This design comes from an exercise in tuning for small area, a short achievable clock period and few clock cycles on the open sky130 flow, not from production work.
Where RTL was checked, it was by simulation tests only, not by an equivalence proof against the original.

## huffman
module huffman (
	input  logic        clk,
	input  logic        reset,
	input  logic        gray_valid,
	input  logic [7:0]  gray_data,
	output logic        cnt_valid,
	output logic [47:0] cnt,           
	output logic        code_valid,
	output logic [47:0] hc,            
	output logic [47:0] m              
);
Size: roughly 200 flip-flops, ~160 I/O pins, roughly 13,000 um2 of cells after synthesis.
clock: 6.0 ns
lec_check: 0
cap_margin: 20
core_margin: 2
core_utilization: 40
cts_buf_list: sky130_fd_sc_hd__clkbuf_8
cts_cluster_diameter: 60
cts_cluster_size: 14
setup_slack_margin: 3.3
slew_margin: 20
standard.sh (not shown) runs the stock make flow with config.mk's settings and CLKGATE_MAP_FILE= SYNTH_SCRIPT=/design/flow/synth_recipe.tcl, a recipe that flattens the netlist after the stock synthesis.
==> flow/flow/run.sh <==
#!/bin/bash
# The standard layout, with the smallest plain buffer on the ports and the
# resizer free to change a cell's footprint (the platform holds it to the same
# footprint, which keeps the port buffers in the slow delay-buffer family).
set -euo pipefail
bash standard.sh MATCH_CELL_FOOTPRINT=0 \
	"BUFFER_PORTS_ARGS=-buffer_cell sky130_fd_sc_hd__buf_1" \
	finish > standard_flow.log 2>&1
Testbench counts at the start, summed over its fixed seeds: cycles 19,092.
Change:
- CTS_BUF_LIST: sky130_fd_sc_hd__clkbuf_8 -> not set
- CTS_CLUSTER_DIAMETER: 60 -> 90
- CTS_CLUSTER_SIZE: 14 -> 25
- SETUP_SLACK_MARGIN: 3.3 -> 3.2
Result: Non-clock buffer count decreases by 3; via count came out lower by 2.1%; wire length falls by 2.2%; setup slack loses 130 ps; count of clock-buffer cells in the layout decreases by 8; design area drops by 1.7%; synthesized cell count does not change; global-route usage drops by 0.43 points.
Change:
- CTS_CLUSTER_DIAMETER: 90 -> 80
- CTS_CLUSTER_SIZE: 25 -> 20
- SETUP_SLACK_MARGIN: 3.2 -> 3.4
Area after synthesis stays the same.
Worst setup slack improves by 110 ps.
Clock-buffer cell count went up by 3.
Routed wire length rose by a few percent.
Core utilization goes up by 3.8 points.
Global-route usage went up by 0.71 points.
Die area does not change.
Non-clock buffer count rises by 41.
Fmax rose by a few percent.
Synthesized cell count stays the same.
Change:
- SETUP_SLACK_MARGIN: 3.4 -> 3.3
Final cell count is lower slightly.
Setup slack degrades by 14 ps.
Count of clock-buffer cells in the layout falls by 2.
Fmax went down slightly.
Synthesized cell count does not change.
Non-clock buffer count fell by 35.

---

Starting RTL as in the previous note.
export LEC_CHECK = 0
export CAP_MARGIN = 20
export CORE_MARGIN = 2
export CORE_UTILIZATION = 40
export CTS_CLUSTER_DIAMETER = 80
export CTS_CLUSTER_SIZE = 20
export SETUP_SLACK_MARGIN = 3.2
export SLEW_MARGIN = 20
create_clock -name core_clock -period 6.0 [get_ports {clk}]
Scripts as last shown in full above: flow/flow/run.sh
The baseline finished clean.
Testbench counts at the start, summed over its fixed seeds: cycles 19,092.
==> next run, changes <==
--- a/flow/config.mk
+++ b/flow/config.mk
@@ -8,7 +8,7 @@
 export CAP_MARGIN = 20
 export CORE_MARGIN = 2
-export CORE_UTILIZATION = 40
+export CORE_UTILIZATION = 55
 export CTS_CLUSTER_DIAMETER = 80
 export CTS_CLUSTER_SIZE = 20
-export SETUP_SLACK_MARGIN = 3.2
+export SETUP_SLACK_MARGIN = 3.3
 export SLEW_MARGIN = 20
After rerunning: The changed run finished clean. Final area stays flat. Non-clock buffer count rises by 6. Via count rises slightly. Fmax rises slightly. Worst setup slack gains 0.018 ns. Global-route usage rises by 7.0 points. Die area falls by a quarter to a third.
==> next run, changes <==
--- a/flow/config.mk
+++ b/flow/config.mk
@@ -8,7 +8,8 @@
 export CAP_MARGIN = 20
 export CORE_MARGIN = 2
-export CORE_UTILIZATION = 55
+export CORE_UTILIZATION = 40
 export CTS_CLUSTER_DIAMETER = 80
 export CTS_CLUSTER_SIZE = 20
+export PLACE_DENSITY = 0.7
 export SETUP_SLACK_MARGIN = 3.3
 export SLEW_MARGIN = 20
Worst setup slack improves by 0.059 ns. Critical path depth is higher by 1. Via count goes up by about 2%. Cell area is higher by about 1.8%. Flip-flop and latch count does not change. Clock skew climbs by 0.010 ns.
==> next run, changes <==
--- a/flow/config.mk
+++ b/flow/config.mk
@@ -9,7 +9,7 @@
 export CORE_MARGIN = 2
 export CORE_UTILIZATION = 40
-export CTS_CLUSTER_DIAMETER = 80
-export CTS_CLUSTER_SIZE = 20
-export PLACE_DENSITY = 0.7
+export CTS_BUF_LIST = sky130_fd_sc_hd__clkbuf_8
+export CTS_CLUSTER_DIAMETER = 50
+export CTS_CLUSTER_SIZE = 10
 export SETUP_SLACK_MARGIN = 3.3
 export SLEW_MARGIN = 20
Design area rose by about 1.7%.
Core utilization rose by 0.81 points.
Setup slack improved by 0.016 ns.
Clock-buffer cell count rose by 14.
Critical path depth stays the same.
Via count fell by about 0.6%.
Sequential share of layout area fell by 0.55 points.

---

huffman, a different RTL version from the one above (not shown whole).
For scale: roughly 200 flip-flops, about 160 I/O pins, roughly 0.012 sq mm of cells after synthesis.
export LEC_CHECK = 0
export CAP_MARGIN = 20
export CORE_MARGIN = 2
export CORE_UTILIZATION = 40
export SETUP_SLACK_MARGIN = 2.8
export SLEW_MARGIN = 20
create_clock -name core_clock -period 6.0 [get_ports {clk}]
run.sh (not shown) runs the stock make flow with config.mk's settings and CLKGATE_MAP_FILE= SYNTH_SCRIPT=/design/flow/synth_recipe.tcl, a recipe that flattens the netlist after the stock synthesis.
Stock flow here: none of the scripts above is used.
The baseline finished clean.
Change:
ABC_CLOCK_PERIOD_IN_PS = 2500   (was unset)
SETUP_SLACK_MARGIN = 3.5   (was 2.8)
What happened: The changed run completed without violations. Hold slack is worse by 0.0076 ns. Cell count goes up by about 4.6%. Sequential share of layout area goes down by 2.2 points. Die area is unchanged. Final area goes up by about 9%. Core utilization goes up by 5.1 points.
Function was not checked in any run of this note: the RTL went through the layout flow alone.

-- what the ideal ports hide --
The flow's constraints put no driver on any port. The routed layouts listed below were extracted and timed again, unchanged, in two steps.
Step 1, drivers: a clkbuf_16 drives clk and a buf_2 each remaining input, both assumed.
Step 2 also shifts input and output timing later by t, the mid clock arrival at the registers, as if the neighbouring blocks saw the same clock.
Three values: ideal ports, drivers, drivers and shift; two values: the first two.
run | t (ns) | setup WS [ns] | worst hold slack (ns) | slew at the worst register clock pin (ns)
the first run of note 1 | 0.597 | 3.378 / 3.378 / 2.998 | 0.446 / 0.446 / 0.446 | 0.10 / 0.10
the second run of note 1 | 0.521 | 3.243 / 3.243 / 2.913 | 0.433 / 0.433 / 0.433 | 0.10 / 0.10
the third run of note 1 | 0.536 | 3.358 / 3.358 / 3.064 | 0.430 / 0.430 / 0.430 | 0.09 / 0.09
the fourth run of note 1 | 0.551 | 3.344 / 3.344 / 3.017 | 0.432 / 0.432 / 0.432 | 0.09 / 0.09
the first run of note 2 | 0.527 | 3.240 / 3.240 / 2.908 | 0.417 / 0.417 / 0.417 | 0.09 / 0.09
the second run of note 2 | 0.528 | 3.257 / 3.257 / 3.015 | 0.440 / 0.440 / 0.440 | 0.09 / 0.09
the third run of note 2 | 0.530 | 3.316 / 3.316 / 3.040 | 0.430 / 0.430 / 0.430 | 0.09 / 0.09
the fourth run of note 2 | 0.629 | 3.332 / 3.332 / 3.005 | 0.446 / 0.446 / 0.446 | 0.08 / 0.08
the first run of note 3 | 0.562 | 2.629 / 2.629 / 2.420 | 0.446 / 0.446 / 0.446 | 0.06 / 0.06
the second run of note 3 | 0.579 | 2.641 / 2.641 / 2.477 | 0.438 / 0.438 / 0.438 | 0.07 / 0.07
After both steps setup and hold are still met in every run listed. For the first run of note 1, which loses most, drivers alone change the setup slack by 0.000 ns; drivers and shift together by -0.380 ns.
